Source: an optimization exercise on an open RTL-to-GDS flow (aim: small area and a short achievable clock period). Production flows keep margins and buffers that such runs may drop.
Only simulation tests tie the RTL to the original design; equivalence was not proved.
Power and IR drop assume default switching activity.

==> flow/design.v (excerpt) <==
module executeStage (
    input  logic                         clk_i,
    input  logic                         rst_n_i,
    input  logic                         stall_i,
    input  logic                         bubble_i,
    input  logic [3:0]                   icode_i,
    input  logic [3:0]                   ifun_i,
    input  logic [2:0]                   stat_i,
    input  logic [y86Pkg::WORD_W-1:0]    valA_i,
    input  logic [y86Pkg::WORD_W-1:0]    valB_i,
    input  logic [y86Pkg::WORD_W-1:0]    valC_i,
    input  logic [3:0]                   dstE_i,
    input  logic [3:0]                   dstM_i,
    input  logic [3:0]                   srcA_i,      
    input  logic [3:0]                   srcB_i,
    output logic [3:0]                   icode_o,
    output logic [2:0]                   stat_o,
    output logic [y86Pkg::WORD_W-1:0]    valE_o,
    output logic [y86Pkg::WORD_W-1:0]    valA_o,
    output logic [3:0]                   dstE_o,
    output logic [3:0]                   dstM_o,
    output logic                         cnd_o
);
==> flow/config.mk <==
export PLATFORM = sky130hd
export DESIGN_NAME = executeStage
export DESIGN_NICKNAME = executeStage
export VERILOG_FILES = /design/flow/design.v
export SDC_FILE = /design/flow/constraint.sdc
export NUM_CORES = 4
export LEC_CHECK = 0
export ABC_AREA = 1
export CAP_MARGIN = 20
export CORE_MARGIN = 2
export CORE_UTILIZATION = 40
export SLEW_MARGIN = 20
==> flow/constraint.sdc <==
create_clock -name core_clock -period 7.2 [get_ports {clk_i}]
set_input_delay 1.4400 -clock core_clock [delete_from_list [all_inputs] [get_ports {clk_i}]]
set_output_delay 1.4400 -clock core_clock [all_outputs]
set_load 0.01 [all_outputs]
standard.sh (not shown) runs the stock make flow with config.mk's settings and CLKGATE_MAP_FILE= SYNTH_SCRIPT=/design/flow/synth_recipe.tcl, a recipe that flattens the netlist after the stock synthesis.
==> flow/flow/run.sh <==
#!/bin/bash
set -euo pipefail
export BUFFER_PORTS_ARGS="-buffer_cell sky130_fd_sc_hd__buf_1"
export CTS_BUF_LIST="sky130_fd_sc_hd__clkbuf_8 sky130_fd_sc_hd__clkbuf_16"
export CTS_CLUSTER_SIZE=20
export CTS_CLUSTER_DIAMETER=100
export SETUP_SLACK_MARGIN=4.65
bash standard.sh finish > make_finish.log 2>&1
The baseline completed with no timing, DRC or antenna violations.
==> next run, changes <==
--- a/flow/flow/run.sh
+++ b/flow/flow/run.sh
@@ -4,3 +4,3 @@
 export CTS_BUF_LIST="sky130_fd_sc_hd__clkbuf_8 sky130_fd_sc_hd__clkbuf_16"
-export CTS_CLUSTER_SIZE=20
+export CTS_CLUSTER_SIZE=24
 export CTS_CLUSTER_DIAMETER=100
Settings changed: CORE_UTILIZATION 40 to 50.
Effect: Routed wire length falls slightly; maximum frequency goes down slightly; non-clock buffer count grows by 13; cell area came out lower slightly; register-to-register slack got worse by 0.05 ns; synthesized area stays the same; setup slack is worse by 0.016 ns; clock power came out lower by roughly a tenth; utilization is higher by 12 points; total power drops by a few percent; sequential share of layout area climbs by 0.14 points.
==> next run, changes <==
--- a/flow/flow/run.sh
+++ b/flow/flow/run.sh
@@ -6,3 +6,3 @@
 export CTS_CLUSTER_DIAMETER=100
-export SETUP_SLACK_MARGIN=4.65
+export SETUP_SLACK_MARGIN=4.7
 bash standard.sh finish > make_finish.log 2>&1
Settings changed: CORE_UTILIZATION 50 to 40.
Result: The new run passed the timing, DRC and antenna checks; via count fell by 0.54%; register-to-register slack is about the same; hold slack loses 0.018 ns; global-route usage drops by 5.0 points; routed wire length goes up by 0.57%; non-clock buffer count came out higher by 5; first-iteration DRC count went down by 32%.

========
Starting RTL as in the previous note.
==> flow/design.v (excerpt) <==
module executeStage (
    input  logic                         clk_i,
    input  logic                         rst_n_i,
    input  logic                         stall_i,
    input  logic                         bubble_i,
    input  logic [3:0]                   icode_i,
    input  logic [3:0]                   ifun_i,
    input  logic [2:0]                   stat_i,
    input  logic [y86Pkg::WORD_W-1:0]    valA_i,
    input  logic [y86Pkg::WORD_W-1:0]    valB_i,
    input  logic [y86Pkg::WORD_W-1:0]    valC_i,
    input  logic [3:0]                   dstE_i,
    input  logic [3:0]                   dstM_i,
    input  logic [3:0]                   srcA_i,      
    input  logic [3:0]                   srcB_i,
    output logic [3:0]                   icode_o,
    output logic [2:0]                   stat_o,
    output logic [y86Pkg::WORD_W-1:0]    valE_o,
    output logic [y86Pkg::WORD_W-1:0]    valA_o,
    output logic [3:0]                   dstE_o,
    output logic [3:0]                   dstM_o,
    output logic                         cnd_o
);
==> flow/config.mk <==
export PLATFORM = sky130hd
export DESIGN_NAME = executeStage
export DESIGN_NICKNAME = executeStage
export VERILOG_FILES = /design/flow/design.v
export SDC_FILE = /design/flow/constraint.sdc
export NUM_CORES = 4
export LEC_CHECK = 0
export ABC_AREA = 1
export CAP_MARGIN = 20
export CORE_MARGIN = 2
export CORE_UTILIZATION = 40
export SLEW_MARGIN = 20
==> flow/constraint.sdc <==
create_clock -name core_clock -period 7.2 [get_ports {clk_i}]
set_input_delay 1.4400 -clock core_clock [delete_from_list [all_inputs] [get_ports {clk_i}]]
set_output_delay 1.4400 -clock core_clock [all_outputs]
set_load 0.01 [all_outputs]
==> flow/flow/run.sh <==
#!/bin/bash
set -euo pipefail
export BUFFER_PORTS_ARGS="-buffer_cell sky130_fd_sc_hd__buf_1"
export CTS_BUF_LIST="sky130_fd_sc_hd__clkbuf_8 sky130_fd_sc_hd__clkbuf_16"
export CTS_CLUSTER_SIZE=30
export CTS_CLUSTER_DIAMETER=100
export SETUP_SLACK_MARGIN=4.65
bash standard.sh finish > make_finish.log 2>&1
The first run completed without violations.
Change:
==> flow/flow/run.sh (replaced) <==
#!/bin/bash
set -euo pipefail
export BUFFER_PORTS_ARGS="-buffer_cell sky130_fd_sc_hd__buf_1"
export CTS_BUF_LIST="sky130_fd_sc_hd__clkbuf_8 sky130_fd_sc_hd__clkbuf_16"
export CTS_CLUSTER_SIZE=24
export CTS_CLUSTER_DIAMETER=100
export SETUP_SLACK_MARGIN=4.62
bash standard.sh finish > make_finish.log 2>&1
The new run finished clean. Sequential cell count does not change. Final cell count barely changes. Clock power rose by about 6%. Power rose by 1.1%. Global-route usage came out lower by 0.42 points. Routed wire length drops by 1.1%. Utilization falls by 0.49 points. Non-clock buffer count decreases by 8.
Change:
--- a/flow/flow/run.sh
+++ b/flow/flow/run.sh
@@ -6,3 +6,3 @@
 export CTS_CLUSTER_DIAMETER=100
-export SETUP_SLACK_MARGIN=4.62
+export SETUP_SLACK_MARGIN=4.65
 bash standard.sh finish > make_finish.log 2>&1
Effect: Power rises by 0.88%; synthesized area stays the same; worst setup slack gets better by 55 ps; routed wire length rises by 5.0%; critical path depth falls by 10; hold slack hardly moves; global-route usage rises by 0.64 points; utilization rises by 0.78 points; die area does not change; clock power hardly moves; maximum frequency rises by about 2.2%.
Change:
--- a/flow/flow/run.sh
+++ b/flow/flow/run.sh
@@ -6,3 +6,3 @@
 export CTS_CLUSTER_DIAMETER=100
-export SETUP_SLACK_MARGIN=4.65
+export SETUP_SLACK_MARGIN=4.6
 bash standard.sh finish > make_finish.log 2>&1
After rerunning: The changed run completed without violations. Register-to-register slack is worse by 40 ps. Worst hold slack is about the same. Wire length decreases by a few percent.

========
Another version of the RTL of executeStage (not shown whole).
For scale: about 1400 cells after synthesis.
Settings: LEC_CHECK=0, CAP_MARGIN=20, CORE_MARGIN=2, CORE_UTILIZATION=40, SLEW_MARGIN=20; clock period 7.2 ns.
==> flow/flow/run.sh <==
#!/bin/bash
set -euo pipefail
export BUFFER_PORTS_ARGS="-buffer_cell sky130_fd_sc_hd__buf_1"
export CTS_BUF_LIST="sky130_fd_sc_hd__clkbuf_4 sky130_fd_sc_hd__clkbuf_8"
export SETUP_SLACK_MARGIN=4.2
bash standard.sh finish > make_finish.log 2>&1
The starting point finished clean.
Next try:
==> flow/flow/run.sh (replaced) <==
#!/bin/bash
set -euo pipefail
export BUFFER_PORTS_ARGS="-buffer_cell sky130_fd_sc_hd__buf_1"
export SETUP_SLACK_MARGIN=4.2
bash standard.sh finish > make_finish.log 2>&1
Critical path depth came out lower by 1.
Via count is about the same.
Non-clock buffer count came out higher by 14.
First-iteration DRC count came out higher by a few percent.
Count of clock-buffer cells in the layout came out lower by 47.
Wire length came out higher slightly.
Maximum frequency came out lower by a few percent.
Global-route usage came out higher by 0.78 points.

========
Another version of the RTL of executeStage (not shown whole).
Size: about 2,000 cells after synthesis, ~360 flip-flops, about 370 I/O pins, ~0.017 mm^2 of cells after synthesis.
export LEC_CHECK = 0
export ABC_AREA = 1
export CAP_MARGIN = 20
export CORE_MARGIN = 2
export CORE_UTILIZATION = 40
export SLEW_MARGIN = 20
create_clock -name core_clock -period 7.2 [get_ports {clk_i}]
==> flow/flow/run.sh <==
#!/bin/bash
set -euo pipefail
export BUFFER_PORTS_ARGS="-buffer_cell sky130_fd_sc_hd__buf_1"
export CTS_BUF_LIST="sky130_fd_sc_hd__clkbuf_8 sky130_fd_sc_hd__clkbuf_16"
export CTS_CLUSTER_SIZE=24
export CTS_CLUSTER_DIAMETER=100
export SETUP_SLACK_MARGIN=4.6
bash standard.sh finish > make_finish.log 2>&1
Rerun with:
--- a/flow/flow/run.sh
+++ b/flow/flow/run.sh
@@ -6,3 +6,3 @@
 export CTS_CLUSTER_DIAMETER=100
-export SETUP_SLACK_MARGIN=4.6
+export SETUP_SLACK_MARGIN=5.0
 bash standard.sh finish > make_finish.log 2>&1
The changed run finished clean.
Fmax came out higher by 2.1%.
Routed wire length came out higher by 17%.
Global-route usage came out higher by 3.3 points.
Via count came out higher by 6.7%.
Critical path depth came out higher by 10.
Setup slack improved by 0.054 ns.
First-iteration DRC count came out higher by 1.8%.
Hold slack hardly moves.

========
Setup of violet:
Another version of the RTL of executeStage (not shown whole).
Size in the first run: ~370 I/O pins, roughly 0.016 mm² of cells after synthesis.
==> flow/config.mk <==
export PLATFORM = sky130hd
export DESIGN_NAME = executeStage
export DESIGN_NICKNAME = executeStage
export VERILOG_FILES = /design/flow/design.v
export SDC_FILE = /design/flow/constraint.sdc
export NUM_CORES = 4
export LEC_CHECK = 0
export CAP_MARGIN = 20
export CORE_MARGIN = 2
export CORE_UTILIZATION = 40
export SLEW_MARGIN = 20
==> flow/constraint.sdc <==
create_clock -name core_clock -period 7.2 [get_ports {clk_i}]
set_input_delay 1.4400 -clock core_clock [delete_from_list [all_inputs] [get_ports {clk_i}]]
set_output_delay 1.4400 -clock core_clock [all_outputs]
set_load 0.01 [all_outputs]
==> flow/flow/run.sh <==
#!/bin/bash
set -euo pipefail
export BUFFER_PORTS_ARGS="-buffer_cell sky130_fd_sc_hd__buf_1"
export CTS_BUF_LIST="sky130_fd_sc_hd__clkbuf_4 sky130_fd_sc_hd__clkbuf_8"
export SETUP_SLACK_MARGIN=4.2
bash standard.sh finish > make_finish.log 2>&1
diff inputs: violet => amber
==> flow/flow/run.sh <==
#!/bin/bash
set -euo pipefail
export BUFFER_PORTS_ARGS="-buffer_cell sky130_fd_sc_hd__buf_1"
export CTS_BUF_LIST="sky130_fd_sc_hd__clkbuf_8 sky130_fd_sc_hd__clkbuf_16"
export CTS_CLUSTER_SIZE=30
export CTS_CLUSTER_DIAMETER=100
export SETUP_SLACK_MARGIN=3.9
bash standard.sh finish > make_finish.log 2>&1
[summary]
- Comparing violet with amber, the wire length of the first global-routing pass came out essentially unchanged.
- In the tables for violet and amber, share of final layout cell area taken by non-clock buffers reads higher with violet.
- Against violet, combinational power in amber fell by a few percent.
- Going from violet to amber, slack of the critical path decreased by 0.24 ns relative to the old numbers, via count decreased by 3.1% relative to the old numbers.
- Cell area | amber vs violet | amber smaller
- amber — quantity of gates resized following cts 4 lower, violet as reference
## Diff of input files: zinc against amber
--- a/flow/flow/run.sh
+++ b/flow/flow/run.sh
@@ -5,4 +5,4 @@
 export CTS_CLUSTER_SIZE=30
 export CTS_CLUSTER_DIAMETER=100
-export SETUP_SLACK_MARGIN=3.9
+export SETUP_SLACK_MARGIN=4.2
 bash standard.sh finish > make_finish.log 2>&1
==> run notes <==
- Transition time at the pin with the least slew margin | zinc below amber
- Between amber and zinc, the cell count after placement does not differ in any meaningful way.
- Worst setup slack, amber and zinc: smaller value in amber
- Looking at post-route total power across both flows, zinc is the weaker of the two, with amber ahead.
### zinc -> onyx
--- a/flow/flow/run.sh
+++ b/flow/flow/run.sh
@@ -3,5 +3,5 @@
 export BUFFER_PORTS_ARGS="-buffer_cell sky130_fd_sc_hd__buf_1"
 export CTS_BUF_LIST="sky130_fd_sc_hd__clkbuf_8 sky130_fd_sc_hd__clkbuf_16"
-export CTS_CLUSTER_SIZE=30
+export CTS_CLUSTER_SIZE=24
 export CTS_CLUSTER_DIAMETER=100
 export SETUP_SLACK_MARGIN=4.2
Findings:
Every stage of the flow completed for onyx, and the final layout passed the timing, DRC and antenna checks. Share of the final layout cell area in sequential cells (lower): onyx. Worst-case clock skew improves in onyx relative to zinc. Diff zinc -> onyx | final wirelength | up slightly. Diff zinc -> onyx: number of tap cells added at floorplan neither gained nor lost much; maximum cell stage delay along the critical path lost 0.02 ns; clock power neither gained nor lost much; total power lost 0.39%. Final cycle utilization of the critical path: zinc vs onyx, no meaningful difference. Summary of onyx over zinc: worst hold margin lower; via count of the first global-routing pass went up by 64; non-clock buffer count rose by 2.6%.
## Diff of input files: pepper against onyx
==> flow/flow/run.sh <==
#!/bin/bash
set -euo pipefail
export BUFFER_PORTS_ARGS="-buffer_cell sky130_fd_sc_hd__buf_1"
export CTS_BUF_LIST="sky130_fd_sc_hd__clkbuf_4 sky130_fd_sc_hd__clkbuf_8"
export SETUP_SLACK_MARGIN=4.5
bash standard.sh finish > make_finish.log 2>&1
==> run notes <==
On total instance count after detailed placement, onyx and pepper are basically level.
When the final numbers for onyx and pepper were put side by side, the global routing usage summed across all routing layers turned out to be greater in pepper.
From onyx to pepper the numbers moved as follows: cell area after layout increased 10%; final weighted congestion in routability-driven placement went down about 1.3%; cell count along the critical path grew by 1.
Compare onyx and pepper | met1 wire length higher: pepper
pepper ends up with a multi-input gate share of total cell area that is 0.56 points higher than in onyx.
Compared to onyx, pepper shows a wider setup margin.
Between onyx and pepper, number of nets in the finished design is higher for pepper, onyx comes in under that.
Looking at upper clock frequency limit, pepper sits above onyx.

========
the baseline:
executeStage with an RTL version that a note above also has.
Size in the first run: roughly 360 flip-flops, roughly 370 I/O pins, about 17000 µm² of cells after synthesis.
Settings: LEC_CHECK=0, ABC_AREA=1, CAP_MARGIN=20, CORE_MARGIN=2, CORE_UTILIZATION=40, SLEW_MARGIN=20; clock period 7.2 ns.
==> flow/flow/run.sh <==
#!/bin/bash
set -euo pipefail
export BUFFER_PORTS_ARGS="-buffer_cell sky130_fd_sc_hd__buf_1"
export CTS_BUF_LIST="sky130_fd_sc_hd__clkbuf_8 sky130_fd_sc_hd__clkbuf_16"
export CTS_CLUSTER_SIZE=24
export CTS_CLUSTER_DIAMETER=100
export SETUP_SLACK_MARGIN=4.5
bash standard.sh finish > make_finish.log 2>&1
## Diff of input files: the candidate against the baseline
--- a/flow/flow/run.sh
+++ b/flow/flow/run.sh
@@ -7 +7 @@
-export SETUP_SLACK_MARGIN=4.5
+export SETUP_SLACK_MARGIN=4.2
--- a/flow/config.mk
+++ b/flow/config.mk
@@ -8 +7,0 @@
-export ABC_AREA = 1
Findings:
Count of antenna diodes in the layout was higher in the baseline than in the candidate.
The power spent charging and discharging nets in the candidate sits 6.9% below the value recorded for the baseline.
The candidate vs the baseline, slowest stage cell on the critical path: sky130_fd_sc_hd__nor3b_4 vs sky130_fd_sc_hd__buf_8
Switching power share of the total down 1.5 points in the candidate wrt the baseline
Comparing the baseline and the candidate, the lower cell count along the critical path was measured on the candidate.
Looking at endpoint of the most critical setup path, the u_executeRegister.opY_o[62] result is from the baseline; the u_executeRegister.opY_o[63] one comes from the candidate.
[compare] base=the baseline new=the candidate: cell area after layout fell about 6.4%, combinational share of power now sits lower, total power divided by cell area rose by about 5%.
The candidate: no failed stages, no open violations at the end

[what the ideal ports hide]
The results above use ideal ports. As a check the final layouts listed here were re-extracted and re-timed, cells and wires unchanged. Step 1 sets driving cells, clkbuf_16 on the clock port and buf_2 on the other inputs (assumed; they add their load-dependent delay and slew). Step 2 times the ports against the registers' clock, not the clock port: input delays grow and output delays shrink by t, the midpoint of the rising clock arrivals with the driver on. a / b / c = ideal ports / drivers / drivers and shift; a / b = the first two.
run | t (ns) | setup slack, ns | worst setup path after step 2 | worst register clock-pin slew, ns | cell pins on the clock port's net
the first run of note 1 | 0.593 | 4.646 / 4.615 / 4.073 | input to register | 0.09 / 0.09 | 1
the second run of note 1 | 0.570 | 4.630 / 4.631 / 4.091 | input to register | 0.10 / 0.10 | 1
the third run of note 1 | 0.589 | 4.665 / 4.661 / 4.084 | input to register | 0.10 / 0.10 | 1
the first run of note 2 | 0.593 | 4.660 / 4.632 / 4.091 | input to register | 0.12 / 0.12 | 1
the second run of note 2 | 0.583 | 4.616 / 4.596 / 4.052 | input to register | 0.10 / 0.10 | 1
the third run of note 2 | 0.592 | 4.671 / 4.616 / 4.124 | input to register | 0.10 / 0.10 | 1
the fourth run of note 2 | 0.595 | 4.637 / 4.587 / 4.073 | input to register | 0.10 / 0.10 | 1
the first run of note 3 | 0.641 | 4.123 / 4.106 / 3.466 | input to register | 0.06 / 0.06 | 1
the second run of note 3 | 0.595 | 4.034 / 4.026 / 3.432 | input to register | 0.07 / 0.07 | 1
the first run of note 4 | 0.589 | 4.635 / 4.583 / 4.088 | input to register | 0.10 / 0.10 | 1
the second run of note 4 | 0.585 | 4.689 / 4.670 / 4.105 | input to register | 0.11 / 0.11 | 1
violet | 0.647 | 4.219 / 4.220 / 3.573 | input to register | 0.06 / 0.06 | 1
amber | 0.586 | 3.977 / 3.998 / 3.412 | input to register | 0.12 / 0.12 | 1
zinc | 0.579 | 4.227 / 4.243 / 3.671 | input to register | 0.12 / 0.12 | 1
onyx | 0.577 | 4.230 / 4.237 / 3.661 | input to register | 0.10 / 0.10 | 1
pepper | 0.673 | 4.354 / 4.348 / 3.675 | input to register | 0.07 / 0.07 | 1
the baseline | 0.582 | 4.576 / 4.537 / 3.966 | input to register | 0.11 / 0.11 | 1
the candidate | 0.588 | 4.244 / 4.270 / 3.682 | input to register | 0.10 / 0.10 | 1
After both steps every run listed still meets setup and hold. The setup slack of pepper, which loses most, moves by -0.006 ns with the drivers and by -0.679 ns with both steps.
